Source: an optimization exercise on an open RTL-to-GDS flow (aim: small area, a short achievable clock period and few clock cycles per item). Production flows keep margins and buffers that such runs may drop.
The RTL was checked by simulation tests, not by an equivalence proof against the original design.

### flow/design.v
`default_nettype none
package ray_pkg;
    localparam int FRAC_BITS = 8;
    localparam int COORD_W = 10;
    typedef logic [15:0] fix_t;
    typedef logic [COORD_W-1:0] coord_t;
    typedef struct packed {
        logic [2:0] red;
        logic [3:0] green;
        logic [2:0] blue;
    } color_t;
    typedef struct packed {
        logic   valid;
        coord_t pixel_x;
        coord_t pixel_y;
        fix_t   height;
        fix_t   descent;
        fix_t   depth;
        logic   hit;
        logic   max_depth;
    } ray_t;
    typedef struct packed {
        logic [3:0] red_shift;
        logic [3:0] green_shift;
        logic [3:0] blue_shift;
        logic [3:0] fog_shift;
        logic       red_enable;
        logic       green_enable;
        logic       blue_enable;
        logic       fog_enable;
    } shade_cfg_t;
endpackage
`default_nettype wire
`default_nettype none
module pixel_scan #(
    parameter int LANES = 5
) (
    input  wire                     clk,
    input  wire                     reset,
    input  wire  [LANES-1:0]        i_req,
    input  wire  [LANES-1:0][15:0]  i_depth,
    input  wire  [LANES-1:0][3:0]   i_row,
    input  wire                     i_load,      
    input  wire  [15:0]             i_load_depth,
    output logic [LANES-1:0]        o_grant,
    output logic [LANES-1:0]        o_sel,       
    output logic [15:0]             o_depth,
    output logic [3:0]              o_row
);
    logic [15:0] depth_g;
    logic [3:0]  row_g;
    always_comb begin
        o_grant = '0;
        depth_g = '0;
        row_g = '0;
        for (int i = LANES - 1; i >= 0; i--) begin
            if (i_req[i]) begin
                o_grant = '0;
                o_grant[i] = 1'b1;
                depth_g = i_depth[i];
                row_g = i_row[i];
            end
        end
    end
    always_ff @(posedge clk) begin
        if (reset) begin
            o_sel <= '0;
        end else begin
            o_sel <= o_grant;
        end
        if (i_load) begin
            o_depth <= i_load_depth;
        end else if (i_req != '0) begin
            o_depth <= depth_g;
            o_row <= row_g;
        end
    end
endmodule
`default_nettype wire
`default_nettype none
module ray_stage #(
    parameter logic [7:0] SCALE = 8'd255
) (
    input  wire         clk,
    input  wire         reset,
    input  wire         i_start,       
    input  wire  [7:0]  i_tilt,        
    input  wire  [7:0]  i_tilt_q,      
    input  wire  [15:0] i_eye,         
    input  wire         i_eye_bad,     
    input  wire         i_grant,       
    input  wire         i_wr_block,    
    input  wire         i_ctriv_ok,    
    output logic        o_req,         
    output logic [15:0] o_depth,
    output logic [3:0]  o_row,
    output logic        o_black_we,    
    output logic        o_triv_we,     
    output logic [3:0]  o_triv_row,
    output logic        o_idle_next
);
    localparam logic [1:0] S_DONE = 2'd0;
    localparam logic [1:0] S_LOAD = 2'd1;
    localparam logic [1:0] S_RUN  = 2'd2;
    localparam logic [1:0] S_TRIV = 2'd3;
    localparam logic [8:0] TSCALE = 9'd256 - 9'(SCALE);
    logic [1:0]  st;
    logic [1:0]  st_n;
    logic [3:0]  row;
    logic [11:0] acc;       
    logic [15:0] h;
    logic [15:0] depth;
    logic [7:0]  e;         
    logic [3:0]  b_one;     
    logic [3:0]  b_two;     
    logic [3:0]  b_neg;     
    logic [7:0]  e_ld;
    logic [3:0]  one_ld;
    logic [3:0]  two_ld;
    logic [8:0]  e_ext;
    assign e_ext = {e_ld, 1'b0};
    for (genvar i = 0; i < 4; i++) begin : g_benc
        assign one_ld[i] = e_ext[2*i+1] ^ e_ext[2*i];
        assign two_ld[i] = (e_ext[2*i+2] && !e_ext[2*i+1] && !e_ext[2*i]) ||
                           (!e_ext[2*i+2] && e_ext[2*i+1] && e_ext[2*i]);
    end
    function automatic logic [8:0] freeze_thr(input logic [7:0] e_in);
        case (e_in)
            8'd255:  freeze_thr = 9'd256;
            8'd254:  freeze_thr = 9'd128;
            8'd253:  freeze_thr = 9'd86;
            8'd252:  freeze_thr = 9'd64;
            8'd251:  freeze_thr = 9'd52;
            8'd250:  freeze_thr = 9'd43;
            8'd249:  freeze_thr = 9'd37;
            8'd248:  freeze_thr = 9'd32;
            8'd247:  freeze_thr = 9'd29;
            8'd246:  freeze_thr = 9'd26;
            8'd245:  freeze_thr = 9'd24;
            8'd244:  freeze_thr = 9'd22;
            8'd243:  freeze_thr = 9'd20;
            8'd242:  freeze_thr = 9'd19;
            8'd241:  freeze_thr = 9'd18;
            default: freeze_thr = 9'd0;
        endcase
    endfunction
    logic [19:0] dprod;
    logic [7:0]  dnext;
    logic        triv_next;
    assign dprod = {acc, 8'd0} - 20'(acc) * 20'(TSCALE);
    assign dnext = dprod[15:8];
    assign triv_next = (dprod[19:16] != 4'd0);
    assign e_ld = 8'd0 - dnext;
    logic triv_q;
    logic nxv;
    logic        hit;
    logic [17:0] mxs;
    logic        mx;
    logic        frz;
    logic        fin;
    logic        show;
    logic [23:0] prod;
    logic [15:0] hn;
    assign hit  = (h[15:4] == 12'd0);
    assign mxs  = 18'(depth) + 18'(h) + 18'h3CE00;
    assign mx   = !mxs[17];
    assign frz  = (e == 8'd0) || ((h[15:9] == 7'd0) && (h[8:0] < freeze_thr(e)));
    assign fin  = hit || mx || frz;
    assign show = hit && !mx;
    logic [3:0][23:0] brow;
    logic [23:0]      brow4;
    for (genvar i = 0; i < 4; i++) begin : g_brow
        logic [16:0] mag;
        logic [16:0] x;
        assign mag = ({17{b_one[i]}} & {1'b0, h}) | ({17{b_two[i]}} & {h, 1'b0});
        assign x   = mag ^ {17{b_neg[i]}};
        if (i == 0) begin : g_first
            assign brow[i] = 24'({!b_neg[i], x});
        end else begin : g_next
            assign brow[i] = 24'({!b_neg[i], x, 1'b0, b_neg[i-1]}) << (2 * i - 2);
        end
    end
    assign brow4 = {e[7] ? h : 16'd0, 1'b0, b_neg[3], 6'd0};
    logic [23:0] s1, c1, s2, c2, s3, c3, s4, c4;
    assign s1 = brow[0] ^ brow[1] ^ brow[2];
    assign c1 = ((brow[0] & brow[1]) | (brow[0] & brow[2]) | (brow[1] & brow[2])) << 1;
    assign s2 = brow[3] ^ brow4 ^ 24'h5600FF;
    assign c2 = ((brow[3] & brow4) | (brow[3] & 24'h5600FF) | (brow4 & 24'h5600FF)) << 1;
    assign s3 = s1 ^ c1 ^ s2;
    assign c3 = ((s1 & c1) | (s1 & s2) | (c1 & s2)) << 1;
    assign s4 = s3 ^ c3 ^ c2;
    assign c4 = ((s3 & c3) | (s3 & c2) | (c3 & c2)) << 1;
    assign prod = s4 + c4;
    assign hn   = prod[23:8];
    logic leave;
    logic last;
    logic load;
    logic triv_now;
    logic triv_wait;
    assign o_req      = (st == S_RUN) && fin && show;
    assign o_black_we = (st == S_RUN) && fin && !show && !i_wr_block;
    assign leave      = o_black_we || (o_req && i_grant);
    assign last       = (row == 4'd10);
    assign load       = (st == S_LOAD) || (leave && !last && nxv);
    assign triv_now   = leave && !last && nxv && triv_q && i_ctriv_ok &&
                        !o_black_we && !i_wr_block;
    assign triv_wait  = (st == S_TRIV) && i_ctriv_ok && !i_wr_block;
    assign o_triv_we  = triv_now || triv_wait;
    assign o_triv_row = (st == S_TRIV) ? row : row + 4'd1;
    assign o_depth    = depth;
    assign o_row      = row;
    always_comb begin
        st_n = st;
        if (i_start) begin
            st_n = S_LOAD;
        end else if (st == S_LOAD) begin
            st_n = (triv_next || i_eye_bad) ? S_TRIV : S_RUN;
        end else if (triv_now || triv_wait || (leave && last)) begin
            st_n = S_DONE;
        end else if (leave) begin
            st_n = !nxv ? S_LOAD : (triv_q || i_eye_bad) ? S_TRIV : S_RUN;
        end
    end
    assign o_idle_next = !i_start && ((st == S_DONE) || triv_now || triv_wait ||
                                      (leave && last));
    always_ff @(posedge clk) begin
        if (reset) begin
            st <= S_DONE;
        end else begin
            st <= st_n;
        end
        triv_q <= triv_next;
        nxv <= !(i_start || load);
        if (i_start) begin
            row <= 4'd0;
        end else if (leave && !last) begin
            row <= row + 4'd1;
        end
        if (i_start) begin
            acc <= 12'(i_tilt);
        end else if (load) begin
            acc   <= acc + 12'(i_tilt_q);
            h     <= i_eye;
            depth <= 16'd0;
            e     <= e_ld;
            b_one <= one_ld;
            b_two <= two_ld;
            b_neg <= {e_ld[7], e_ld[5], e_ld[3], e_ld[1]};
        end else if (st == S_RUN && !fin) begin
            h     <= hn;
            depth <= depth + h;
        end
    end
endmodule
`default_nettype wire
`default_nettype none
module ray_shader (
    input  wire  [15:0]              i_depth,
    input  var ray_pkg::shade_cfg_t i_shade,
    output ray_pkg::color_t          o_color
);
    logic [7:0] fog;
    logic [7:0] red;
    logic [7:0] green;
    logic [7:0] blue;
    function automatic logic [7:0] scaled_depth(input logic [15:0] depth,
                                                input logic [3:0] shift);
        logic [31:0] scaled;
        scaled = {16'b0, depth} << shift;
        scaled_depth = scaled[15:8];
    endfunction
    function automatic logic [7:0] shade_channel(input logic [7:0] raw,
                                                 input logic enable,
                                                 input logic fog_enable,
                                                 input logic [7:0] fog_value);
        logic [7:0] value;
        value = enable ? raw : 8'd0;
        if (fog_enable) begin
            value = (fog_value < value) ? value - fog_value : 8'd0;
        end
        shade_channel = value;
    endfunction
    assign fog = scaled_depth(i_depth, i_shade.fog_shift);
    assign red = shade_channel(scaled_depth(i_depth, i_shade.red_shift),
                               i_shade.red_enable, i_shade.fog_enable, fog);
    assign green = shade_channel(scaled_depth(i_depth, i_shade.green_shift),
                                 i_shade.green_enable, i_shade.fog_enable, fog);
    assign blue = shade_channel(scaled_depth(i_depth, i_shade.blue_shift),
                                i_shade.blue_enable, i_shade.fog_enable, fog);
    assign o_color.red = red[7:5];
    assign o_color.green = green[7:4];
    assign o_color.blue = blue[7:5];
endmodule
`default_nettype wire
`default_nettype none
module frame_buffer (
    input  wire                   clk,
    input  wire  [14:0][10:0]     i_we,       
    input  wire  [14:0][9:0]      i_wdata,    
    input  var ray_pkg::coord_t  i_read_x,
    input  var ray_pkg::coord_t  i_read_y,
    output ray_pkg::color_t       o_color
);
    logic [14:0][10:0][9:0] mem;
    for (genvar c = 0; c < 15; c++) begin : g_col
        for (genvar r = 0; r < 11; r++) begin : g_row
            always_ff @(posedge clk) begin
                if (i_we[c][r]) begin
                    mem[c][r] <= i_wdata[c];
                end
            end
        end
    end
    logic [3:0]  xf;
    logic [4:0]  yr;
    logic [14:0] col_sel;
    logic [10:0] row_sel;
    assign xf = i_read_x[4] ? ~i_read_x[3:0] : i_read_x[3:0];
    assign yr = i_read_y[4:0];
    for (genvar c = 0; c < 15; c++) begin : g_csel
        if (c == 14) begin : g_last
            assign col_sel[c] = (xf[3:1] == 3'd7);
        end else begin : g_one
            assign col_sel[c] = (xf == 4'(c));
        end
    end
    for (genvar r = 0; r < 11; r++) begin : g_rsel
        assign row_sel[r] = (yr == 5'(r + 13));
    end
    logic [14:0][9:0] col_val;
    logic [9:0]       rd;
    always_comb begin
        for (int c = 0; c < 15; c++) begin
            col_val[c] = '0;
            for (int r = 0; r < 11; r++) begin
                col_val[c] = col_val[c] | (mem[c][r] & {10{row_sel[r]}});
            end
        end
        rd = '0;
        for (int c = 0; c < 15; c++) begin
            rd = rd | (col_val[c] & {10{col_sel[c]}});
        end
    end
    always_ff @(posedge clk) begin
        o_color <= rd;
    end
endmodule
`default_nettype wire
`default_nettype none
module ray_march_top #(
    parameter int            SCREEN_WIDTH  = 32,
    parameter int            SCREEN_HEIGHT = 24,
    parameter int            RAY_STAGES    = 3,
    parameter ray_pkg::fix_t EPSILON       = 16'h0010,
    parameter ray_pkg::fix_t MAX_DIST      = 16'h3200
) (
    input  wire                      clk,
    input  wire                      reset,
    input  wire                      i_start,
    input  var ray_pkg::fix_t       i_eye_height,
    input  wire [7:0]                i_tilt_step,
    input  var ray_pkg::shade_cfg_t i_shade,
    input  var ray_pkg::coord_t     i_read_x,
    input  var ray_pkg::coord_t     i_read_y,
    output ray_pkg::color_t          o_color,
    output logic                     o_done
);
    localparam int LANES = 15;
    localparam int GROUPS = 3;
    localparam int PER_GROUP = LANES / GROUPS;
    localparam logic [119:0] SCALES = {
        8'd255, 8'd253, 8'd250, 8'd246, 8'd242, 8'd237, 8'd232, 8'd226,
        8'd220, 8'd214, 8'd208, 8'd202, 8'd196, 8'd190, 8'd184
    };
    logic busy;
    logic start;
    logic [7:0] tilt_q;
    ray_pkg::shade_cfg_t shade_q;
    logic eye_bad;
    logic eye_bad_in;
    logic ctriv_ok;
    logic ctriv_calc;
    ray_pkg::color_t ctriv;
    assign start = i_start && !busy;
    assign eye_bad_in = (i_eye_height < EPSILON) || (i_eye_height >= MAX_DIST);
    logic [LANES-1:0]       req;
    logic [LANES-1:0]       grant;
    logic [LANES-1:0]       sel;
    logic [LANES-1:0][15:0] depth;
    logic [LANES-1:0][3:0]  row;
    logic [LANES-1:0]       black_we;
    logic [LANES-1:0]       triv_we;
    logic [LANES-1:0][3:0]  triv_row;
    logic [LANES-1:0]       idle_next;
    logic [GROUPS-1:0][PER_GROUP-1:0]       g_req;
    logic [GROUPS-1:0][PER_GROUP-1:0]       g_grant;
    logic [GROUPS-1:0][PER_GROUP-1:0]       g_sel;
    logic [GROUPS-1:0][PER_GROUP-1:0][15:0] g_depth;
    logic [GROUPS-1:0][PER_GROUP-1:0][3:0]  g_row;
    logic [GROUPS-1:0][15:0]                sh_depth;
    logic [GROUPS-1:0][3:0]                 sh_row;
    logic [GROUPS-1:0][9:0]                 sh_color;
    for (genvar c = 0; c < LANES; c++) begin : g_lane
        ray_stage #(
            .SCALE (SCALES[8*c +: 8])
        ) u_lane (
            .clk         (clk),
            .reset       (reset),
            .i_start     (start),
            .i_tilt      (i_tilt_step),
            .i_tilt_q    (tilt_q),
            .i_eye       (i_eye_height),
            .i_eye_bad   (eye_bad),
            .i_grant     (grant[c]),
            .i_wr_block  (sel[c]),
            .i_ctriv_ok  (ctriv_ok),
            .o_req       (req[c]),
            .o_depth     (depth[c]),
            .o_row       (row[c]),
            .o_black_we  (black_we[c]),
            .o_triv_we   (triv_we[c]),
            .o_triv_row  (triv_row[c]),
            .o_idle_next (idle_next[c])
        );
        assign g_req[c % GROUPS][c / GROUPS] = req[c];
        assign g_depth[c % GROUPS][c / GROUPS] = depth[c];
        assign g_row[c % GROUPS][c / GROUPS] = row[c];
        assign grant[c] = g_grant[c % GROUPS][c / GROUPS];
        assign sel[c] = g_sel[c % GROUPS][c / GROUPS];
    end
    for (genvar g = 0; g < GROUPS; g++) begin : g_group
        pixel_scan #(
            .LANES (PER_GROUP)
        ) u_port (
            .clk          (clk),
            .reset        (reset),
            .i_req        (g_req[g]),
            .i_depth      (g_depth[g]),
            .i_row        (g_row[g]),
            .i_load       ((g == 0) && start),
            .i_load_depth (i_eye_height),
            .o_grant      (g_grant[g]),
            .o_sel        (g_sel[g]),
            .o_depth      (sh_depth[g]),
            .o_row        (sh_row[g])
        );
        ray_shader u_shader (
            .i_depth (sh_depth[g]),
            .i_shade (shade_q),
            .o_color (sh_color[g])
        );
    end
    logic [LANES-1:0][10:0] we;
    logic [LANES-1:0][9:0]  wdata;
    for (genvar c = 0; c < LANES; c++) begin : g_wport
        for (genvar r = 0; r < 11; r++) begin : g_wrow
            assign we[c][r] = (sel[c] && sh_row[c % GROUPS] == 4'(r)) ||
                              (black_we[c] && row[c] == 4'(r)) ||
                              (triv_we[c] && triv_row[c] <= 4'(r));
        end
        assign wdata[c] = sel[c] ? sh_color[c % GROUPS] :
                          triv_we[c] ? ctriv : 10'd0;
    end
    frame_buffer u_frame_buffer (
        .clk      (clk),
        .i_we     (we),
        .i_wdata  (wdata),
        .i_read_x (i_read_x),
        .i_read_y (i_read_y),
        .o_color  (o_color)
    );
    always_ff @(posedge clk) begin
        if (reset) begin
            busy <= 1'b0;
            o_done <= 1'b0;
            ctriv_ok <= 1'b0;
            ctriv_calc <= 1'b0;
        end else begin
            o_done <= busy && (&idle_next) && (req == '0);
            if (start) begin
                busy <= 1'b1;
            end else if (busy && (&idle_next) && (req == '0)) begin
                busy <= 1'b0;
            end
            ctriv_calc <= start;
            if (start) begin
                ctriv_ok <= 1'b0;
            end else if (ctriv_calc) begin
                ctriv_ok <= 1'b1;
            end
        end
        if (start) begin
            tilt_q <= i_tilt_step;
            shade_q <= i_shade;
            eye_bad <= eye_bad_in;
        end
        if (ctriv_calc) begin
            ctriv <= eye_bad ? 10'd0 : sh_color[0];
        end
    end
endmodule
`default_nettype wire
### flow/run.sh
#!/bin/bash
# synth_recipe.tcl (not shown) runs the flow's synth.tcl, then flattens the netlist and writes it again
# the make line also repeats each setting of config.mk as NAME=value (left out here)
make -C /OpenROAD-flow-scripts/flow DESIGN_CONFIG=/design/flow/config.mk WORK_HOME=/design/flow/orfs CLKGATE_MAP_FILE= SYNTH_SCRIPT=/design/flow/synth_recipe.tcl finish
### flow/config.mk
export PLATFORM = sky130hd
export DESIGN_NAME = ray_march_top
export DESIGN_NICKNAME = ray_march_top
export VERILOG_FILES = /design/flow/design.v
export SDC_FILE = /design/flow/constraint.sdc
export NUM_CORES = 4
export LEC_CHECK = 0
export CAP_MARGIN = 20
export CORE_MARGIN = 2
export CORE_UTILIZATION = 50
export SETUP_SLACK_MARGIN = 5
export SLEW_MARGIN = 20
export SYNTH_MEMORY_MAX_BITS = 8192
export TNS_END_PERCENT = 0
### flow/constraint.sdc
create_clock -name core_clock -period 10.0 [get_ports {clk}]
set_input_delay 2.0000 -clock core_clock [delete_from_list [all_inputs] [get_ports {clk}]]
set_output_delay 2.0000 -clock core_clock [all_outputs]
set_load 0.01 [all_outputs]
==> reports/qor.yml, run 1 <==
timing:
  final_hold_viol_count: 0
  fmaxAchievable_mhz: 178
  skew_ps: 84.2
  rsz0062_at_grt: "yes"
  fin_crit_ps: 5630
  tightest_slew_ps: 1270
  setup_tns_ps: 0
  setup_viol_count_final: 0
  slew_headroom_pct: 15.2
  drv_slew: 0
  fin_ws_ps: 4370
  fin_crit_sh_pct: 56.3
clock_tree:
  htreeDepth: 5
  numCtsBuffers: 321
  cts_buffer_depth: 4
  clkTransAtPathRegs_ps: 60
  cts_tree: "done"
  clock-sinks: 2783
  clk_latency_ps: 980
  cts_root_buf: "clkbuf_16"
setup_path:
  critPathKind: "reg -> reg"
  cp_max_fo: 17
  required_ps: 10590
  cp-end-kind: "register"
  startpoint_type: "register"
  worstPathArrival_ps: 6220
cells_and_area:
  syn_to_final_growth_pct: 11.4
  mostFrequentLayoutCell: "edfxtp_1"
  fillers: 37200
  layout_common_cells: "edfxtp_1, inv_1, ha_1"
  nNetsFinal: 24000
  drive_gt1_share_pct: 9.96
die:
  num_rows: 240
  pin_count: 78
  initial_core_util_pct: 50.3
  die_height_um: 660
  coreArea_um2: 428000
  die_area_um2: 436000
  die_width_um: 660
yosys:
  synth_cell_type_count: 109
  synth_async_sr_flop_share_pct: 0
  synth_top_area_share_pct: 35.9
  ys_ff_latch: 2783
  synthTopCellsByArea: "edfxtp_1, ha_1, fa_1"
  synthesis.nets: 24000
  synth_edf_count: 2574
  syn_inst: 21300
  syn_avg_cell_area_um2: 10.1
  yosysSeqAreaShare_pct: 37.9
  ys_warn_count: 19
  synth_area_leader_cell: "edfxtp_1"
  synthFlopType: "edfxtp_1"
  syn-cell-area_um2: 215000
global_route:
  grt_pass1_wl_um: 1040000
  grt_max_degree: 102
  grt_pass1_vias: 160000
  grt_use_total_pct: 31.4
  met2_usage_pct: 48.9
  grt_util_met1_pct: 42.9
  grt-ovfl-total: 0
  antenna_found_initial: 33
  grt_util_met3_pct: 5.53
  grt-busiest-layer: "met2"
flow_run:
  cap_violations: 0
place:
  dp_slack_ps: 2730
  place_hpwl_um: 478000
  io_buffers: 67
  globalplace.congestion: 0.936
run_status:
  status: "no timing/DRC/antenna violations"
routing:
  drt-vias-per-instance: 6.16
  drt-pass1-iter-count: 9
  drt-total-wl_um: 700000
  wire_per_inst_um: 25.6
  via_count: 168000
  drc: 0
  antenna_left: 0
  dr.first_iter.drc_count: 18700
min_path:
  worstHoldPathType: "reg -> reg"
-- stage by stage --
stage | hold slack, ps | area, µm² | util (%) | instances
4_1_cts | 530 | 239000 | 55.9 | 27300
5_1_grt | 564 | 240000 | 56.0 | 27300
3_3_place_gp | 501 | 221000 | 51.8 | 26100
2_1_floorplan | 467 | 215000 | - | 21300
6_report | 534 | 240000 | 56.0 | 27300
3_5_place_dp | 512 | 222000 | 51.8 | 26100
-- final timing paths --
path | startpoint | end | slack, ps | depth (start not counted)
hold reg to reg | g_lane[14].u_lane.acc[10] | g_lane[14].u_lane.acc[10] | 530 | 2
hold / removal | g_lane[14].u_lane.acc[10] | g_lane[14].u_lane.acc[10] | 530 | 2
setup reg to reg | g_lane[7].u_lane.h[0] | u_frame_buffer.mem[836] | 4370 | 15
setup / recovery | g_lane[7].u_lane.h[0] | u_frame_buffer.mem[836] | 4370 | 15
-- per-layer routing --
metal	vias up	wire, µm
li1	77000	-
met1	82800	293000
met2	7184	312000
met3	1160	63000
met4	14	32700
met5	-	92
-- cell families (layout without fill, tap and decap cells) --
| logic type | Yosys count | after routing | share of synthesized area (%) |
|---|---|---|---|
| compound gates | 5464 | 5465 | 17.5 |
| xor+xnor | 1967 | 1967 | 8.01 |
| fa+ha+maj | 2638 | 2638 | 18.3 |
| buf+inv | 3502 | 3820 | 6.13 |
| flops | 2783 | 2783 | 37.9 |
| mux | 322 | 322 | 1.82 |
| other cells | 0 | 35 | 0 |
| simple gates | 4587 | 4593 | 10.4 |
-- Yosys cell counts, types with 33 or more instances --
cell type and number:
a211o_1 38, a211oi_1 139, a21o_1 270, a21oi_1 920
a221oi_1 111, a222oi_1 158, a22o_1 263, a22oi_1 1493
a31oi_1 161, and2_1 299, and3_1 99, and4_1 117
buf_1 153, clkbuf_1 1137, clkinv_1 39, dfxtp_1 209
edfxtp_1 2574, fa_1 837, ha_1 1800, inv_1 2121
mux2_2 49, mux2i_1 222, mux4_2 50, nand2_1 1436
nand2b_1 194, nand3_1 263, nand4_1 117, nor2_1 1045
nor2b_1 213, nor3_1 323, nor3b_1 50, nor4_1 112
o2111ai_1 33, o211ai_1 85, o21a_1 124, o21ai_0 988
o21bai_1 133, o22ai_1 53, o31ai_1 97, or2_2 52
or3_1 124, or4_1 34, xnor2_1 1563, xor2_1 404
-- flip-flops by register name, indices dropped and copies added (netlist names), 20 cells and up --
| register | flops |
|---|---|
| g_lane.u_lane.st | 30 |
| g_lane.u_lane.b_neg | 56 |
| g_group.u_port.o_depth | 48 |
| g_lane.u_lane.b_one | 59 |
| g_lane.u_lane.h | 240 |
| shade_q | 20 |
| g_lane.u_lane.row | 60 |
| u_frame_buffer.mem | 1650 |
| g_lane.u_lane.b_two | 60 |
| g_lane.u_lane.depth | 240 |
| g_lane.u_lane.e | 50 |
| g_lane.u_lane.acc | 180 |
-- worst max-delay path: stages (launching register included) --
cell	delay, ps
edfxtp_1	450
ha_1	240
inv_1	60
fa_1	400
nand2b_1	180
a21o_1	200
a21oi_2	310
a211oi_1	160
or4b_1	570
a221oi_4	390
nor4b_4	320
buf_6	240
nand4_1	240
a211oi_2	590
o21ai_0	290
nand2_1	640
-- area by class of cell --
cell class / instances / area, µm² / area share (%)
inverter: 2186 / 8340 / 3.48
timing repair buffer: 1045 / 9080 / 3.78
tap: 5687 / 7120 / 2.97
timing repair inverter: 1 / 5.00 / 0.00209
clock inverter: 188 / 2090 / 0.871
sequential: 2783 / 81500 / 34.0
multi-input combinational: 15000 / 123000 / 51.3
clock buffer: 400 / 8620 / 3.59
antenna: 35 / 87.6 / 0.0365
-- what timing repair did --
item	CTS	global route
gates cloned	10	0
setup endpoints to repair	4791	4694
hold buffers	0	0
buffers inserted	600	21
resized for setup	462	24
pin swaps	112	21
Testbench counts, summed over its fixed seeds: cycles 2,189, frames 48.
==> run 2, diff against run 1 <==
--- a/flow/design.v
+++ b/flow/design.v
@@ -109,7 +109,7 @@
     logic [3:0]  row;
     logic [11:0] acc;       
     logic [15:0] h;
-    logic [15:0] depth;
+    logic [13:0] depth;     
     logic [7:0]  e;         
     logic [3:0]  b_one;     
     logic [3:0]  b_two;     
@@ -153,6 +153,14 @@
     assign e_ld = 8'd0 - dnext;
     logic triv_q;
     logic nxv;
+    assign e[1] = b_neg[0];
+    assign e[3] = b_neg[1];
+    assign e[5] = b_neg[2];
+    assign e[7] = b_neg[3];
+    assign e[0] = b_one[0];
+    assign e[2] = b_one[1] ^ e[1];
+    assign e[4] = b_one[2] ^ e[3];
+    assign e[6] = b_one[3] ^ e[5];
     logic        hit;
     logic [17:0] mxs;
     logic        mx;
@@ -201,20 +209,25 @@
     assign o_black_we = (st == S_RUN) && fin && !show && !i_wr_block;
     assign leave      = o_black_we || (o_req && i_grant);
     assign last       = (row == 4'd10);
-    assign load       = (st == S_LOAD) || (leave && !last && nxv);
+    assign load       = ((st == S_LOAD) && ((row == 4'd0) || nxv)) ||
+                        (leave && !last && nxv);
     assign triv_now   = leave && !last && nxv && triv_q && i_ctriv_ok &&
                         !o_black_we && !i_wr_block;
     assign triv_wait  = (st == S_TRIV) && i_ctriv_ok && !i_wr_block;
     assign o_triv_we  = triv_now || triv_wait;
     assign o_triv_row = (st == S_TRIV) ? row : row + 4'd1;
-    assign o_depth    = depth;
+    assign o_depth    = 16'(depth);
     assign o_row      = row;
     always_comb begin
         st_n = st;
         if (i_start) begin
             st_n = S_LOAD;
         end else if (st == S_LOAD) begin
-            st_n = (triv_next || i_eye_bad) ? S_TRIV : S_RUN;
+            if (row == 4'd0) begin
+                st_n = i_eye_bad ? S_TRIV : S_RUN;
+            end else if (nxv) begin
+                st_n = (triv_q || i_eye_bad) ? S_TRIV : S_RUN;
+            end
         end else if (triv_now || triv_wait || (leave && last)) begin
             st_n = S_DONE;
         end else if (leave) begin
@@ -241,14 +254,13 @@
         end else if (load) begin
             acc   <= acc + 12'(i_tilt_q);
             h     <= i_eye;
-            depth <= 16'd0;
-            e     <= e_ld;
+            depth <= 14'd0;
             b_one <= one_ld;
             b_two <= two_ld;
             b_neg <= {e_ld[7], e_ld[5], e_ld[3], e_ld[1]};
         end else if (st == S_RUN && !fin) begin
             h     <= hn;
-            depth <= depth + h;
+            depth <= depth + h[13:0];
         end
     end
 endmodule
@@ -297,6 +309,7 @@
     input  wire                   clk,
     input  wire  [14:0][10:0]     i_we,       
     input  wire  [14:0][9:0]      i_wdata,    
+    input  wire  [14:0][10:0]     i_fwd,      
     input  var ray_pkg::coord_t  i_read_x,
     input  var ray_pkg::coord_t  i_read_y,
     output ray_pkg::color_t       o_color
@@ -341,8 +354,20 @@
             rd = rd | (col_val[c] & {10{col_sel[c]}});
         end
     end
+    logic [14:0] col_fwd;
+    logic        fwd_hit;
+    logic [9:0]  fwd_data;
+    always_comb begin
+        fwd_hit = 1'b0;
+        fwd_data = '0;
+        for (int c = 0; c < 15; c++) begin
+            col_fwd[c] = |(i_fwd[c] & row_sel);
+            fwd_hit = fwd_hit | (col_sel[c] & col_fwd[c]);
+            fwd_data = fwd_data | (i_wdata[c] & {10{col_sel[c]}});
+        end
+    end
     always_ff @(posedge clk) begin
-        o_color <= rd;
+        o_color <= fwd_hit ? fwd_data : rd;
     end
 endmodule
 `default_nettype wire
@@ -452,9 +477,11 @@
     end
     logic [LANES-1:0][10:0] we;
     logic [LANES-1:0][9:0]  wdata;
+    logic [LANES-1:0][10:0] sh_we;
     for (genvar c = 0; c < LANES; c++) begin : g_wport
         for (genvar r = 0; r < 11; r++) begin : g_wrow
-            assign we[c][r] = (sel[c] && sh_row[c % GROUPS] == 4'(r)) ||
+            assign sh_we[c][r] = sel[c] && sh_row[c % GROUPS] == 4'(r);
+            assign we[c][r] = sh_we[c][r] ||
                               (black_we[c] && row[c] == 4'(r)) ||
                               (triv_we[c] && triv_row[c] <= 4'(r));
         end
@@ -465,6 +492,7 @@
         .clk      (clk),
         .i_we     (we),
         .i_wdata  (wdata),
+        .i_fwd    (sh_we),
         .i_read_x (i_read_x),
         .i_read_y (i_read_y),
         .o_color  (o_color)
@@ -476,10 +504,10 @@
             ctriv_ok <= 1'b0;
             ctriv_calc <= 1'b0;
         end else begin
-            o_done <= busy && (&idle_next) && (req == '0);
+            o_done <= busy && (&idle_next);
             if (start) begin
                 busy <= 1'b1;
-            end else if (busy && (&idle_next) && (req == '0)) begin
+            end else if (busy && (&idle_next)) begin
                 busy <= 1'b0;
             end
             ctriv_calc <= start;
==> run 2 against run 1 <==
- non-clock buffer count up 162
- clock skew down 9.1 ps
- flip-flop and latch count down 79
- critical path type unchanged
- die area down 1.1%
- sequential share of layout area down 0.62 points
- first-iteration DRC count up 3.5%
==> reports/qor.yml, run 2 <==
clock_tree:
  numCtsBuffers: 311  # was 321
  clock-sinks: 2704  # was 2,783
  cts_buffer_depth: 4  # unchanged
  clk_latency_ps: 960  # was 980 ps
  cts_root_buf: "clkbuf_16"  # unchanged
  cts_tree: "done"  # unchanged
  htreeDepth: 5  # unchanged
  clkTransAtPathRegs_ps: 60  # about the same
routing:
  drt-total-wl_um: 691000  # was 700,000 µm
  wire_per_inst_um: 25.3  # was 25.6 µm
  dr.first_iter.drc_count: 19400  # was 18,700
  drt-pass1-iter-count: 10  # was 9
  drt-vias-per-instance: 6.16  # about the same
  drc: 0  # unchanged
  antenna_left: 0  # unchanged
  via_count: 168000  # about the same
setup_path:
  critPathKind: "reg -> reg"  # unchanged
  timing.rr.start: "g_lane[14].u_lane.h[0]"  # was g_lane[7].u_lane.h[0]
  cp-end-kind: "register"  # unchanged
  required_ps: 10810  # was 10,590 ps
  startpoint_type: "register"  # unchanged
  worstPathArrival_ps: 6490  # was 6220 ps
  reg2reg_to: "g_lane[14].u_lane.nxv"  # was u_frame_buffer.mem[836]
  rr_worst_depth: 15  # unchanged
  cp_max_fo: 13  # was 17
  r2r_slack_ps: 4330  # was 4370 ps
yosys:
  syn-cell-area_um2: 213000  # was 215,000 µm²
  synth_top_area_share_pct: 35.2  # was 35.9%
  synthesis.nets: 23800  # was 24,000
  synth_cell_type_count: 115  # was 109
  synth_edf_count: 2495  # was 2,574
  synthFlopType: "edfxtp_1"  # unchanged
  ys_warn_count: 19  # unchanged
  syn_avg_cell_area_um2: 10.1  # about the same
  synth_async_sr_flop_share_pct: 0  # unchanged
  yosysMostFrequentCell: "edfxtp_1"  # unchanged
  ys_ff_latch: 2704  # was 2,783
  yosysSeqAreaShare_pct: 37.2  # was 37.9%
  syn_inst: 21100  # was 21,300
  synth_common_cells: "edfxtp_1, inv_1, ha_1"  # unchanged
  synth_area_leader_cell: "edfxtp_1"  # unchanged
  synthTopCellsByArea: "edfxtp_1, ha_1, fa_1"  # unchanged
cells_and_area:
  nNetsFinal: 24000  # about the same
  drive_gt1_share_pct: 10.8  # was 9.96%
  multi_input_comb_area_um2: 122000  # was 123,000 µm²
  fillers: 36800  # was 37,200
  largest_reg_flops: 1650  # unchanged
  mostFrequentLayoutCell: "edfxtp_1"  # unchanged
  layout_common_cells: "edfxtp_1, inv_1, ha_1"  # unchanged
  max_flop_register: "u_frame_buffer.mem"  # unchanged
  syn_to_final_growth_pct: 11.4  # about the same
  top_regs: "u_frame_buffer.mem (1650), g_lane.u_lane.h (240), g_lane.u_lane.depth (210)"  # was u_frame_buffer.mem (1650), g_lane.u_lane.depth (240), g_lane.u_lane.h (240)
  ff_latch_area_um2: 79100  # was 81,500 µm²
  utilization_pct: 56.0  # about the same
timing:
  fin_crit_sh_pct: 56.7  # was 56.3%
  rsz0062_at_grt: "yes"  # unchanged
  final_hold_viol_count: 0  # unchanged
  setup_viol_count_final: 0  # unchanged
  fin_crit_ps: 5670  # was 5630 ps
  fmaxAchievable_mhz: 176  # was 178 MHz
  skew_ps: 75.0  # was 84.2 ps
  drv_slew: 0  # unchanged
  slew_headroom_pct: 20.7  # was 15.2%
  tightest_slew_ps: 1180  # was 1270 ps
  setup_tns_ps: 0  # unchanged
die:
  pin_count: 78  # unchanged
  coreArea_um2: 424000  # was 428,000 µm²
  die_height_um: 656  # was 660 µm
  die_area_um2: 431000  # was 436,000 µm²
  die_width_um: 656  # was 660 µm
  num_rows: 239  # was 240
  initial_core_util_pct: 50.2  # was 50.3%
global_route:
  grt_util_met1_pct: 43.1  # was 42.9%
  grt_pass1_wl_um: 1020000  # was 1,040,000 µm
  met2_usage_pct: 49.0  # was 48.9%
  grt_pass1_vias: 159000  # was 160,000
  grt_use_total_pct: 31.1  # was 31.4%
  antenna_found_initial: 38  # was 33
  grt-busiest-layer: "met2"  # unchanged
  grt-ovfl-total: 0  # unchanged
  grt_util_met3_pct: 4.21  # was 5.53%
  grt_max_degree: 105  # was 102
place:
  io_buffers: 67  # unchanged
  place_hpwl_um: 466000  # was 478,000 µm
  globalplace.congestion: 0.938  # was 0.936
min_path:
  min_from: "g_lane[8].u_lane.st[1]"  # was g_lane[14].u_lane.acc[10]
  worstHoldPathType: "reg -> reg"  # unchanged
  min_path_cells: 2  # unchanged
  hold_end: "g_lane[8].u_lane.st[1]"  # was g_lane[14].u_lane.acc[10]
flow_run:
  cap_violations: 0  # unchanged
run_status:
  status: "no timing/DRC/antenna violations"  # unchanged
## run 2: changes by cell type after synthesis, moves of 46 or more
cell,delta
a21oi_1,-141
mux2_2,+81
edfxtp_1,-79
a22oi_1,-177
and4_1,-46
a22o_1,+74
nand2b_1,+52
nand2_1,-70
a221oi_1,+100
clkbuf_1,-62
o21ai_0,-114
## run 2: worst max-delay path by stage
stage | start | endpoint | slack, ps | depth (start not counted)
final | g_lane[14].u_lane.h[0] | g_lane[14].u_lane.nxv | 4330 | 15
after global placement | g_lane[2].u_lane.b_neg[2] | u_frame_buffer.mem[277] | 3090 | 18
after CTS | g_lane[5].u_lane.b_one[0] | g_lane[5].u_lane.h[13] | 4300 | 21
after detailed placement | g_lane[14].u_lane.h[0] | o_done | 3080 | 16
after global routing | g_lane[2].u_lane.b_two[1] | g_lane[2].u_lane.h[15] | 4140 | 23
after floorplan | g_lane[2].u_lane.b_one[2] | g_lane[2].u_lane.h[15] | 4410 | 23
## run 2: through the flow
step | hold WS [ps] | area (µm²) | setup slack, ps | instances
global placement | 528 | 219000 | 3090 | 25900
CTS | 547 | 234000 | 4300 | 27000
finish | 549 | 237000 | 4330 | 27300
global route | 588 | 237000 | 4140 | 27200
floorplan | 430 | 213000 | 4410 | 21100
detailed placement | 538 | 219000 | 3080 | 25900
## run 2: per-layer routing
| metal | routed length, µm | share of wire, % |
|---|---|---|
| met5 | 47 | 0.0068 |
| met4 | 31200 | 4.5 |
| met2 | 310000 | 45 |
| met3 | 61700 | 8.9 |
| met1 | 288000 | 42 |
## run 2: cells by family (layout without fill, tap and decap cells)
group	after synthesis	count (layout)	synth area share [%]
xor gates and xnor gates	1936	1936	7.97
other	0	26	0
and+or+nand+nor	4640	4643	10.7
AOI/OAI and AO/OA	5312	5315	17.6
muxes	386	386	2.07
DFF	2704	2704	37.2
adders and majority gates	2607	2607	18.3
buffers and inverters	3519	3979	6.25
## run 2: critical path, cell delays in order, from the launching register on
cell and delay, ps:
edfxtp_1 650, ha_1 290, inv_1 70, fa_1 400
nor2b_1 270, o31ai_1 160, a211oi_1 330, o21ai_0 280
nor3_1 250, o21ai_0 270, a211oi_4 720, nor3_2 240
a221oi_2 320, buf_4 390, nand2_1 400, inv_1 480
## run 2: cell type report
type / instances / share of cell area [%]
inverters: 2199 / 3.53
repair buffers: 1207 / 4.29
multi-input cells: 14900 / 51.6
clock buffers: 395 / 3.52
flip-flops and latches: 2704 / 33.4
repair inverters: 1 / 0.00211
well taps: 5663 / 2.99
diodes: 26 / 0.0274
clock inverters: 177 / 0.636
## run 2: what timing repair did
action / CTS / global route
setup endpoints to repair: 4770 / 4791
hold buffers: 0 / 0
gates resized for setup: 274 / 215
pin swaps: 62 / 98
buffers inserted: 531 / 197
gates cloned: 8 / 2
Testbench counts of run 2, summed over its fixed seeds: cycles 2,141, frames 48.
==> run 3, diff against run 2 <==
--- a/flow/design.v
+++ b/flow/design.v
@@ -95,6 +95,7 @@
     output logic [15:0] o_depth,
     output logic [3:0]  o_row,
     output logic        o_black_we,    
+    output logic [3:0]  o_black_row,
     output logic        o_triv_we,     
     output logic [3:0]  o_triv_row,
     output logic        o_idle_next
@@ -205,15 +206,20 @@
     logic load;
     logic triv_now;
     logic triv_wait;
+    logic black_fin;
+    logic blk_pend;
+    logic [3:0] blk_row;
     assign o_req      = (st == S_RUN) && fin && show;
-    assign o_black_we = (st == S_RUN) && fin && !show && !i_wr_block;
-    assign leave      = o_black_we || (o_req && i_grant);
+    assign black_fin  = (st == S_RUN) && fin && !show;
+    assign o_black_we = blk_pend;
+    assign o_black_row = blk_row;
+    assign leave      = black_fin || (o_req && i_grant);
     assign last       = (row == 4'd10);
     assign load       = ((st == S_LOAD) && ((row == 4'd0) || nxv)) ||
                         (leave && !last && nxv);
     assign triv_now   = leave && !last && nxv && triv_q && i_ctriv_ok &&
-                        !o_black_we && !i_wr_block;
-    assign triv_wait  = (st == S_TRIV) && i_ctriv_ok && !i_wr_block;
+                        !black_fin && !i_wr_block && !blk_pend;
+    assign triv_wait  = (st == S_TRIV) && i_ctriv_ok && !i_wr_block && !blk_pend;
     assign o_triv_we  = triv_now || triv_wait;
     assign o_triv_row = (st == S_TRIV) ? row : row + 4'd1;
     assign o_depth    = 16'(depth);
@@ -243,6 +249,12 @@
             st <= st_n;
         end
         triv_q <= triv_next;
+        blk_row <= row;
+        if (reset) begin
+            blk_pend <= 1'b0;
+        end else begin
+            blk_pend <= black_fin;
+        end
         nxv <= !(i_start || load);
         if (i_start) begin
             row <= 4'd0;
@@ -414,6 +426,7 @@
     logic [LANES-1:0][15:0] depth;
     logic [LANES-1:0][3:0]  row;
     logic [LANES-1:0]       black_we;
+    logic [LANES-1:0][3:0]  black_row;
     logic [LANES-1:0]       triv_we;
     logic [LANES-1:0][3:0]  triv_row;
     logic [LANES-1:0]       idle_next;
@@ -443,6 +456,7 @@
             .o_depth     (depth[c]),
             .o_row       (row[c]),
             .o_black_we  (black_we[c]),
+            .o_black_row (black_row[c]),
             .o_triv_we   (triv_we[c]),
             .o_triv_row  (triv_row[c]),
             .o_idle_next (idle_next[c])
@@ -480,9 +494,10 @@
     logic [LANES-1:0][10:0] sh_we;
     for (genvar c = 0; c < LANES; c++) begin : g_wport
         for (genvar r = 0; r < 11; r++) begin : g_wrow
-            assign sh_we[c][r] = sel[c] && sh_row[c % GROUPS] == 4'(r);
+            assign sh_we[c][r] = (sel[c] && sh_row[c % GROUPS] == 4'(r)) ||
+                                 (black_we[c] && black_row[c] == 4'(r));
             assign we[c][r] = sh_we[c][r] ||
-                              (black_we[c] && row[c] == 4'(r)) ||
+                              (black_we[c] && black_row[c] == 4'(r)) ||
                               (triv_we[c] && triv_row[c] <= 4'(r));
         end
         assign wdata[c] = sel[c] ? sh_color[c % GROUPS] :
==> run 3 against run 2 <==
- critical path depth down 2
- first-iteration DRC count grew 0.74%
- clock skew up 17 ps
- worst setup slack got worse by 120 ps
- non-clock buffer count shrank 244
- critical path type is now in -> reg
==> reports/qor.yml, run 3 <==
place:
  dpl_cell_area_um2: 222000  # was 219,000 µm²
  place_hpwl_um: 492000  # was 466,000 µm
  globalplace.congestion: 0.950  # was 0.938
  io_buffers: 67  # unchanged
cells_and_area:
  fillers: 37400  # was 36,800
  drive_gt1_share_pct: 9.02  # was 10.8%
  mostFrequentLayoutCell: "edfxtp_1"  # unchanged
  syn_to_final_growth_pct: 10.6  # was 11.4%
  fin_area_um2: 238000  # was 237,000 µm²
  layout_common_cells: "edfxtp_1, inv_1, ha_1"  # unchanged
  largest_reg_flops: 1650  # unchanged
  utilization_pct: 55.6  # was 56.0%
  top_regs: "u_frame_buffer.mem (1650), g_lane.u_lane.h (240), g_lane.u_lane.depth (210)"  # unchanged
  max_flop_register: "u_frame_buffer.mem"  # unchanged
  nNetsFinal: 24100  # was 24,000
global_route:
  grt_use_total_pct: 32.0  # was 31.1%
  grt_pass1_vias: 161000  # was 159,000
  grt_pass1_wl_um: 1050000  # was 1,020,000 µm
  grt_max_degree: 89  # was 105
  grt-ovfl-total: 0  # unchanged
  antenna_found_initial: 42  # was 38
yosys:
  synth_area_leader_cell: "edfxtp_1"  # unchanged
  ys_ff_latch: 2779  # was 2,704
  synthFlopType: "edfxtp_1"  # unchanged
  yosysSeqAreaShare_pct: 37.5  # was 37.2%
  synth_async_sr_flop_share_pct: 0  # unchanged
  yosysMostFrequentCell: "edfxtp_1"  # unchanged
  syn_avg_cell_area_um2: 9.99  # was 10.1 µm²
  synth_edf_count: 2495  # unchanged
  synth_cell_type_count: 113  # was 115
  syn_inst: 21500  # was 21,100
  synthTopCellsByArea: "edfxtp_1, ha_1, fa_1"  # unchanged
  synth_common_cells: "edfxtp_1, inv_1, ha_1"  # unchanged
  synthesis.nets: 24200  # was 23,800
  ys_warn_count: 19  # unchanged
  syn-cell-area_um2: 215000  # was 213,000 µm²
  synth_top_area_share_pct: 34.9  # was 35.2%
die:
  coreArea_um2: 428000  # was 424,000 µm²
  die_area_um2: 435000  # was 431,000 µm²
  die_width_um: 659  # was 656 µm
  die_height_um: 659  # was 656 µm
  pin_count: 78  # unchanged
  initial_core_util_pct: 50.2  # about the same
  num_rows: 240  # was 239
timing:
  setup_tns_ps: 0  # unchanged
  fmaxAchievable_mhz: 173  # was 176 MHz
  setup_viol_count_final: 0  # unchanged
  skew_ps: 91.9  # was 75.0 ps
  fin_crit_sh_pct: 57.9  # was 56.7%
  fin_crit_ps: 5790  # was 5670 ps
  drv_slew: 0  # unchanged
  slew_headroom_pct: 11.0  # was 20.7%
  rsz0062_at_grt: "yes"  # unchanged
  final_hold_viol_count: 0  # unchanged
  tightest_slew_ps: 1320  # was 1180 ps
routing:
  drt-pass1-iter-count: 8  # was 10
  via_count: 170000  # was 168,000
  dr.first_iter.drc_count: 19500  # was 19,400
  drc: 0  # unchanged
  drt-vias-per-instance: 6.17  # was 6.16
  wire_per_inst_um: 25.9  # was 25.3 µm
  antenna_left: 0  # unchanged
  drt-total-wl_um: 712000  # was 691,000 µm
setup_path:
  worstPathArrival_ps: 6630  # was 6490 ps
  cp_max_fo: 73  # was 13
  startpoint_type: "input pin"  # was register
  rr_worst_depth: 23  # was 15
  reg2reg_to: "g_lane[3].u_lane.triv_q"  # was g_lane[14].u_lane.nxv
  critPathKind: "in -> reg"  # was reg -> reg
  timing.rr.start: "g_lane[3].u_lane.acc[1]"  # was g_lane[14].u_lane.h[0]
  required_ps: 10830  # was 10,810 ps
  cp-end-kind: "register"  # unchanged
  r2r_slack_ps: 4240  # was 4330 ps
clock_tree:
  clock-sinks: 2779  # was 2,704
  htreeDepth: 5  # unchanged
  clkTransAtPathRegs_ps: 60  # about the same
  cts_buffer_depth: 4  # unchanged
  numCtsBuffers: 314  # was 311
  clk_latency_ps: 970  # was 960 ps
  hold_buffers: 0  # unchanged
  cts_tree: "done"  # unchanged
  cts_root_buf: "clkbuf_16"  # unchanged
min_path:
  min_path_cells: 0  # was 2
  worstHoldPathType: "reg -> reg"  # unchanged
  min_from: "g_lane[11].u_lane.row[3]"  # was g_lane[8].u_lane.st[1]
  hold_end: "g_lane[11].u_lane.blk_row[3]"  # was g_lane[8].u_lane.st[1]
run_status:
  status: "no timing/DRC/antenna violations"  # unchanged
flow_run:
  cap_violations: 0  # unchanged
[run 3: metrics by stage]
step / worst slack [ps] / hold slack, ps / cells
2_1_floorplan: 4450 / 329 / 21500
3_3_place_gp: 3230 / 384 / 26400
3_5_place_dp: 3190 / 399 / 26400
4_1_cts: 4390 / 407 / 27400
5_1_grt: 4030 / 424 / 27400
6_report: 4210 / 410 / 27500
[run 3: cell type report]
cell class                      count  area (µm²)  area share, %
Antenna cell                       32        80.1         0.0337
Timing Repair Buffer              963        8320           3.50
Clock buffer                      401        8470           3.56
Multi-Input combinational cell  15200      123000           51.7
Clock inverter                    172        1820          0.765
Tap cell                         5687        7120           2.99
Inverter                         2221        8460           3.56
Sequential cell                  2779       80600           33.9
[run 3: how the worst max path moves through the flow]
stage                     depth (start not counted)                   endpoint                      start
after global routing                             19     g_lane[0].u_lane.h[15]      g_lane[0].u_lane.h[4]
after floorplan                                  21     g_lane[8].u_lane.h[14]  g_lane[8].u_lane.b_one[1]
after CTS                                        19     g_lane[9].u_lane.h[15]  g_lane[9].u_lane.b_one[1]
after detailed placement                         17   u_frame_buffer.mem[1598]     g_lane[14].u_lane.h[0]
final                                            13  u_frame_buffer.o_color[2]                i_read_y[2]
after global placement                           14    u_frame_buffer.mem[332]      g_lane[3].u_lane.h[0]
[run 3: cells by family (layout without fill, tap and decap cells)]
group	Yosys count	in the layout	share of synthesized area, %
AO/OA/AOI/OAI	5470	5475	17.4
AND/OR/NAND/NOR	4844	4846	11.1
buffers and inverters	3515	3757	6.18
flip-flops	2779	2779	37.5
adder cells (fa/ha/maj)	2592	2592	18.0
XOR/XNOR	1945	1945	7.93
multiplexers	347	347	1.83
other	0	32	0
[run 3: critical path, stage by stage]
cell and delay, ps:
clkdlybuf4s50_1 620, nand2_1 100, or2_2 380, nor2_4 590
buf_12 470, a221oi_1 160, a31oi_1 570, nor4_1 100
and4_1 560, a221o_1 400, a21oi_1 110, o221ai_1 170
o21a_1 220
[run 3: timing repair]
| action | in CTS | in global routing |
|---|---|---|
| cloned | 9 | 0 |
| pin swaps | 82 | 4 |
| gates resized for setup | 358 | 13 |
| hold endpoints to repair | 0 | 0 |
| endpoints found under the setup margin | 4623 | 4671 |
| setup buffers | 437 | 35 |
[run 3: metal layers]
| layer | global-route usage, % | vias to the layer above | share of wire (%) |
|---|---|---|---|
| met3 | 5.02 | 1315 | 8.7 |
| li1 | - | 77400 | - |
| met1 | 43.7 | 83400 | 42 |
| met4 | 15.1 | 24 | 5.4 |
| met5 | 0 | - | 0.023 |
| met2 | 50.0 | 7415 | 44 |
Testbench counts of run 3, summed over its fixed seeds: cycles 2,141, frames 48.
==> run 4, diff against run 3 <==
--- a/flow/config.mk
+++ b/flow/config.mk
@@ -5,6 +5,7 @@
 export SDC_FILE = /design/flow/constraint.sdc
 export NUM_CORES = 4
 export LEC_CHECK = 0
+export ABC_AREA = 1
 export CAP_MARGIN = 20
 export CORE_MARGIN = 2
 export CORE_UTILIZATION = 50
==> run 4 against run 3 <==
- the layout now fails its checks (max-capacitance violations, max-slew violations)
- via count increased by 11%
- clock-buffer cell count unchanged
- area after synthesis grew 2.4%
- highest routed layer unchanged
- clock skew up 12 ps
- global-route usage grew 1.3 points
- core utilization grew 1.2 points
- flip-flop and latch count is the same
- register-to-register slack improved by 540 ps
- final cell count is 18% higher
- fmax is 9.4% higher
==> reports/qor.yml, run 4 <==
cells_and_area:
  layout_common_cells: "nand2_1, inv_1, edfxtp_1"  # was edfxtp_1, inv_1, ha_1
  mostFrequentLayoutCell: "nand2_1"  # was edfxtp_1
  fin_area_um2: 249000  # was 238,000 µm²
  nNetsFinal: 28700  # was 24,100
  largest_reg_flops: 1650  # unchanged
  final_cells: 32300  # was 27,500
  max_flop_register: "u_frame_buffer.mem"  # unchanged
  syn_to_final_growth_pct: 13.2  # was 10.6%
  drive_gt1_share_pct: 10.8  # was 9.02%
  top_regs: "u_frame_buffer.mem (1650), g_lane.u_lane.h (240), g_lane.u_lane.depth (210)"  # unchanged
routing:
  dr.first_iter.drc_count: 20400  # was 19,500
  wire_per_inst_um: 23.9  # was 25.9 µm
  antenna_left: 0  # unchanged
  via_count: 188000  # was 170,000
  drc: 0  # unchanged
  drt-pass1-iter-count: 7  # was 8
  drt-total-wl_um: 771000  # was 712,000 µm
  drt-vias-per-instance: 5.83  # was 6.17
yosys:
  synth_top_area_share_pct: 34.1  # was 34.9%
  synth_cell_type_count: 90  # was 113
  synth_top_family_by_area: "adder cells"  # unchanged
  synthAdderAreaFrac_pct: 17.6  # was 18.0%
  synthSimpleGateAreaFrac_pct: 15.6  # was 11.1%
  syn-cell-area_um2: 220000  # was 215,000 µm²
  synthesis.nets: 28000  # was 24,200
  synthTopCellsByArea: "edfxtp_1, ha_1, nand2_1"  # was edfxtp_1, ha_1, fa_1
  synth_area_leader_cell: "edfxtp_1"  # unchanged
  yosys.area_share.xor_xnor_pct: 7.07  # was 7.93%
  yosysSeqAreaShare_pct: 36.6  # was 37.5%
  synth.area.mux_share_pct: 0.127  # was 1.83%
  ys_ff_latch: 2779  # unchanged
  synth_async_sr_flop_share_pct: 0  # unchanged
  syn_avg_cell_area_um2: 8.67  # was 9.99 µm²
  synth_edf_count: 2495  # unchanged
  yosysMostFrequentCell: "nand2_1"  # was edfxtp_1
  synth_common_cells: "nand2_1, inv_1, edfxtp_1"  # was edfxtp_1, inv_1, ha_1
  synth-compound-area-share_pct: 14.1  # was 17.4%
  ys_warn_count: 19  # unchanged
  syn_inst: 25400  # was 21,500
  synthFlopType: "edfxtp_1"  # unchanged
timing:
  setup_tns_ps: 0  # unchanged
  rsz0062_at_grt: "yes"  # unchanged
  final_hold_viol_count: 0  # unchanged
  fmaxAchievable_mhz: 189  # was 173 MHz
  fin_crit_ps: 5300  # was 5790 ps
  slew_headroom_pct: -98.2  # was 11.0%
  fin_crit_sh_pct: 53.0  # was 57.9%
  drv_slew: 5  # was 0
  setup_viol_count_final: 0  # unchanged
  skew_ps: 104  # was 91.9 ps
  tightest_slew_ps: 2940  # was 1320 ps
  hold_ws_ps: 363  # was 410 ps
clock_tree:
  clock-sinks: 2779  # unchanged
  cts_tree: "done"  # unchanged
  clkTransAtPathRegs_ps: 70  # was 60 ps
  htreeDepth: 5  # unchanged
  clk_latency_ps: 1030  # was 970 ps
  cts_root_buf: "clkbuf_16"  # unchanged
  numCtsBuffers: 320  # was 314
  cts_buffer_depth: 4  # unchanged
global_route:
  grt_pass1_vias: 173000  # was 161,000
  antenna_found_initial: 53  # was 42
  grt_util_met3_pct: 6.41  # was 5.02%
  grt_pass1_wl_um: 1110000  # was 1,050,000 µm
  grt_use_total_pct: 33.3  # was 32.0%
  grt_util_met1_pct: 45.7  # was 43.7%
  met2_usage_pct: 51.1  # was 50.0%
  grt-busiest-layer: "met2"  # unchanged
  grt_max_degree: 88  # was 89
  grt-ovfl-total: 0  # unchanged
setup_path:
  cp_max_fo: 13  # was 73
  required_ps: 10920  # was 10,830 ps
  slowest_stage: "xnor2_1"  # was clkdlybuf4s50_1
  max_stage_delay_ps: 760  # was 620 ps
  critPathKind: "in -> reg"  # unchanged
  crit_chain: "clkdlybuf4s50_1, xnor2_1, nor2_1, inv_1, nor2_1, buf_4, inv_1, a31oi_1, nor4_2, nand3_1, a21oi_1, nand4_1, nand2_1, nand2_1"  # was clkdlybuf4s50_1, nand2_1, or2_2, nor2_4, buf_12, a221oi_1, a31oi_1, nor4_1, and4_1, a221o_1, a21oi_1, o221ai_1, o21a_1
  startpoint_type: "input pin"  # unchanged
  cp-end-kind: "register"  # unchanged
  worstPathArrival_ps: 6220  # was 6630 ps
  path_buf_inv: 4  # was 2
  crit_family: "buffers and inverters"  # was simple AND/OR/NAND/NOR gates
min_path:
  worstHoldPathType: "reg -> reg"  # unchanged
place:
  io_buffers: 67  # unchanged
  place_hpwl_um: 553000  # was 492,000 µm
  dp.cells: 30800  # was 26,400
  dpl_cell_area_um2: 228000  # was 222,000 µm²
  globalplace.congestion: 1.00  # was 0.950
die:
  die_area_um2: 445000  # was 435,000 µm²
  pin_count: 78  # unchanged
  die_width_um: 667  # was 659 µm
  die_height_um: 667  # was 659 µm
  initial_core_util_pct: 50.2  # about the same
  num_rows: 243  # was 240
  coreArea_um2: 438000  # was 428,000 µm²
flow_run:
  cap_violations: 1  # was 0
run_status:
  failed_checks: "max-capacitance violations, max-slew violations"
  status: "complete, but fails checks"  # was no timing/DRC/antenna violations
-- run 4: cell types whose count changed after synthesis, sizes merged, moves of 244 or more --
| cell | change |
|---|---|
| nand2 | +3175 |
| nor2b | -298 |
| o21ai | +428 |
| nand4 | +244 |
| nand3 | +742 |
| xnor2 | -1266 |
| a21oi | +331 |
| a22oi | -1281 |
| and2 | -250 |
| xor2 | +1096 |
| nor2 | +450 |
| clkbuf | -684 |
| inv | +1879 |
| o22ai | +977 |
-- run 4: metal layers --
| metal | vias up | part of all wire [%] |
|---|---|---|
| met5 | - | 0.013 |
| met3 | 1568 | 10 |
| li1 | 87600 | - |
| met1 | 90500 | 41 |
| met4 | 14 | 5.2 |
| met2 | 8633 | 43 |
-- run 4: cell families after synthesis --
family          Yosys count
compound gates         5097
xor+xnor               1775
fa+ha+maj              2591
buf+inv                5042
flops                  2779
mux                      28
simple gates           8053
-- run 4: path summary, 6_finish.rpt --
check             slack [ps]  cells after the start                     start                            to
setup / recovery        4700                     14               i_read_x[4]     u_frame_buffer.o_color[3]
hold reg to reg          360                      0  g_lane[13].u_lane.row[2]  g_lane[13].u_lane.blk_row[2]
setup reg to reg        4780                     20                shade_q[5]     u_frame_buffer.o_color[8]
hold / removal           360                      0  g_lane[13].u_lane.row[2]  g_lane[13].u_lane.blk_row[2]
-- run 4: cell type report --
type                       instances  area, µm²
timing repair inverter            20        119
fill                           39700     189000
timing repair buffer            1192      10400
multi-input combinational      17600     123000
tap                             5880       7360
antenna                           48        120
inverter                        4225      16700
clock buffer                     401       8460
clock inverter                   188       2190
sequential                      2779      80600
-- run 4: per-stage QoR --
stage          util (%)  worst slack (ps)
2_1_floorplan         -              5020
3_3_place_gp       51.9              3190
3_5_place_dp       51.9              3320
4_1_cts            54.8              4530
5_1_grt            56.8              4670
6_report           56.8              4700
-- run 4: timing repair --
item | in CTS | in global routing
pin swaps | 16 | 139
gates resized for setup | 200 | 816
setup endpoints to repair | 3838 | 4215
gates cloned | 7 | 24
hold buffers | 0 | 0
endpoints found under the hold margin | 0 | 0
setup buffers | 119 | 658
==> run 5, diff against run 4 <==
--- a/flow/config.mk
+++ b/flow/config.mk
@@ -6,10 +6,10 @@
 export NUM_CORES = 4
 export LEC_CHECK = 0
 export ABC_AREA = 1
-export CAP_MARGIN = 20
+export CAP_MARGIN = 35
 export CORE_MARGIN = 2
 export CORE_UTILIZATION = 50
 export SETUP_SLACK_MARGIN = 5
-export SLEW_MARGIN = 20
+export SLEW_MARGIN = 35
 export SYNTH_MEMORY_MAX_BITS = 8192
 export TNS_END_PERCENT = 0
==> run 5 against run 4 <==
- synthesized cell count is the same
- the layout still fails its checks (max-capacitance violations, max-slew violations)
- die area stayed put
==> reports/qor.yml, run 5 <==
run_status:
  status: "complete, but fails checks"  # unchanged
  failed_checks: "max-capacitance violations, max-slew violations"  # unchanged
routing:
  antenna_left: 0  # unchanged
  drt-pass1-iter-count: 7  # unchanged
  dr.first_iter.drc_count: 20500  # was 20,400
  drt-vias-per-instance: 5.83  # about the same
  drt-total-wl_um: 767000  # was 771,000 µm
setup_path:
  startpoint_type: "input pin"  # unchanged
  critPathCapture: "u_frame_buffer.o_color[4]"  # was u_frame_buffer.o_color[3]
  cp_max_fo: 43  # was 13
  slowest_stage: "clkdlybuf4s50_1"  # was xnor2_1
  cp-end-kind: "register"  # unchanged
  rr_worst_depth: 24  # was 20
  r2r_slack_ps: 4770  # was 4780 ps
  reg2reg_to: "g_lane[3].u_lane.h[15]"  # was u_frame_buffer.o_color[8]
  worstPathArrival_ps: 6130  # was 6220 ps
  crit_chain: "clkdlybuf4s50_1, inv_1, nand2_1, inv_1, nand3_2, buf_12, inv_8, buf_6, a22o_1, a21oi_1, a31oi_2, nor4_1, nand4_1, nor2_1, nand4_1, nor3_1, nor2_1"  # was clkdlybuf4s50_1, xnor2_1, nor2_1, inv_1, nor2_1, buf_4, inv_1, a31oi_1, nor4_2, nand3_1, a21oi_1, nand4_1, nand2_1, nand2_1
  max_stage_delay_ps: 600  # was 760 ps
cells_and_area:
  mostFrequentLayoutCell: "nand2_1"  # unchanged
  max_flop_register: "u_frame_buffer.mem"  # unchanged
  nNetsFinal: 28700  # about the same
  syn_to_final_growth_pct: 12.7  # was 13.2%
  layout_common_cells: "nand2_1, inv_1, edfxtp_1"  # unchanged
  fin_area_um2: 248000  # was 249,000 µm²
  drive_gt1_share_pct: 10.3  # was 10.8%
yosys:
  synth_area_leader_cell: "edfxtp_1"  # unchanged
  synth_top_area_share_pct: 34.1  # unchanged
  ys_ff_latch: 2779  # unchanged
  synthFlopType: "edfxtp_1"  # unchanged
  synth_async_sr_flop_share_pct: 0  # unchanged
  syn-cell-area_um2: 220000  # unchanged
  ys_warn_count: 19  # unchanged
  synthTopCellsByArea: "edfxtp_1, ha_1, nand2_1"  # unchanged
  yosysMostFrequentCell: "nand2_1"  # unchanged
  yosysSeqAreaShare_pct: 36.6  # unchanged
  synth_common_cells: "nand2_1, inv_1, edfxtp_1"  # unchanged
  synth_cell_type_count: 90  # unchanged
timing:
  skew_ps: 124  # was 104 ps
  fin_crit_ps: 5250  # was 5300 ps
  tightest_slew_ps: 2820  # was 2940 ps
  rsz0062_at_grt: "yes"  # unchanged
  fin_crit_sh_pct: 52.5  # was 53.0%
  setup_viol_count_final: 0  # unchanged
  setup_tns_ps: 0  # unchanged
  fmaxAchievable_mhz: 190  # was 189 MHz
  drv_slew: 5  # unchanged
  final_hold_viol_count: 0  # unchanged
clock_tree:
  numCtsBuffers: 320  # unchanged
  clock-sinks: 2779  # unchanged
  htreeDepth: 5  # unchanged
  cts_buffer_depth: 4  # unchanged
  cts_tree: "done"  # unchanged
  hold_buffers: 0  # unchanged
place:
  place_hpwl_um: 554000  # was 553,000 µm
  io_buffers: 67  # unchanged
  dpl_cell_area_um2: 228000  # about the same
global_route:
  met2_usage_pct: 51.3  # was 51.1%
  grt_pass1_wl_um: 1110000  # about the same
  grt_max_degree: 88  # unchanged
  antenna_found_initial: 57  # was 53
flow_run:
  cap_violations: 1  # unchanged
min_path:
  worstHoldPathType: "reg -> reg"  # unchanged
die:
  pin_count: 78  # unchanged
  coreArea_um2: 438000  # unchanged
  initial_core_util_pct: 50.2  # unchanged
  die_height_um: 667  # unchanged
  die_width_um: 667  # unchanged
-- run 5: changes by cell type in the layout (fill, tap and decap cells not counted), moves of 10 or more --
cell and change:
buf_12 -16, inv_1 +20, buf_4 -82, diode_2 +20
clkinv_1 +12, buf_8 +10, inv_2 -16
-- run 5: cell type report --
class,instances,area [µm²],share of cell area [%]
tap,5880,7360,2.97
timing repair inverter,22,115,0.0464
sequential,2779,80600,32.5
inverter,4225,16700,6.73
antenna,68,170,0.0686
timing repair buffer,1111,9700,3.91
clock inverter,193,2190,0.881
clock buffer,394,8420,3.40
multi-input combinational,17500,123000,49.5
-- run 5: metrics by stage --
stage	hold WS (ps)	utilization (%)	instances	setup slack, ps
after detailed placement	393	52.0	30900	3380
after global placement	389	51.9	30800	3190
after CTS	377	54.8	31500	4510
after global routing	398	56.6	32200	4610
after floorplan	371	-	25400	5020
final	368	56.6	32200	4750
-- run 5: metal layers --
metal	vias to the layer above	routed length, µm
li1	87500	-
met3	1376	75300
met4	8	35900
met5	-	61
met1	90500	319000
met2	8456	336000
-- run 5: worst min-delay path by stage --
| stage | endpoint | cells past startpoint | slack (ps) | startpoint |
|---|---|---|---|---|
| after global placement | g_lane[0].u_lane.blk_row[3] | 0 | 390 | g_lane[0].u_lane.row[3] |
| after detailed placement | g_lane[2].u_lane.blk_row[3] | 0 | 390 | g_lane[2].u_lane.row[3] |
| after global routing | g_lane[5].u_lane.blk_row[2] | 0 | 400 | g_lane[5].u_lane.row[2] |
| final | g_lane[5].u_lane.blk_row[2] | 0 | 370 | g_lane[5].u_lane.row[2] |
| after CTS | g_lane[5].u_lane.blk_row[2] | 0 | 380 | g_lane[5].u_lane.row[2] |
| after floorplan | g_lane[0].u_lane.blk_row[3] | 0 | 370 | g_lane[0].u_lane.row[3] |
-- run 5: worst max-delay path, delay by kind of cell --
family	cells	cell delay (ps)
AND/OR/NAND/NOR	8	1790
AO/OA/AOI/OAI	3	630
buffers and inverters	6	1640
-- run 5: cell families after synthesis --
kind of cell               after synthesis  synth area share, %
AOI/OAI and AO/OA                     5097                 14.1
xor gates and xnor gates              1775                 7.07
adders and majority gates             2591                 17.6
buffers and inverters                 5042                 8.81
DFF                                   2779                 36.6
muxes                                   28                0.127
and+or+nand+nor                       8053                 15.6
-- run 5: repair_timing --
| action | 4_1_cts | 5_1_grt |
|---|---|---|
| resized for setup | 162 | 745 |
| setup endpoints to repair | 3736 | 4168 |
| cloned | 2 | 27 |
| endpoints found under the hold margin | 0 | 0 |
| setup buffers | 107 | 567 |
| pin swaps | 10 | 125 |

## afterwards: timing with drivers on the ports
The flow's constraints put no driver on any port. The routed layouts listed below were extracted and timed again, unchanged, in two steps.
Step 1 sets driving cells, clkbuf_16 on the clock port and buf_2 on the other inputs (assumed; they add their load-dependent delay and slew).
Step 2 adds t to the input delays and takes it off the output delays; t is the mean of the earliest and latest rising clock arrival at the registers after step 1. Input paths then give back, and output paths get back, about the clock's delay inside the block.
Slacks: ideal / step 1 / step 2; pairs: ideal / step 1.
run	t, ns	setup slack, ns	worst setup path after step 2
run 1	1.040	4.374 / 4.374 / 3.660	input to register
run 2	1.023	4.326 / 4.326 / 3.619	input to register
run 3	1.048	4.206 / 4.085 / 3.037	input to register
run 4	1.105	4.702 / 4.782 / 3.703	input to register
run 5	1.111	4.749 / 4.774 / 3.749	input to register
The setup slack of run 3, which loses most, moves by -0.121 ns with the drivers and by -1.169 ns with both steps.
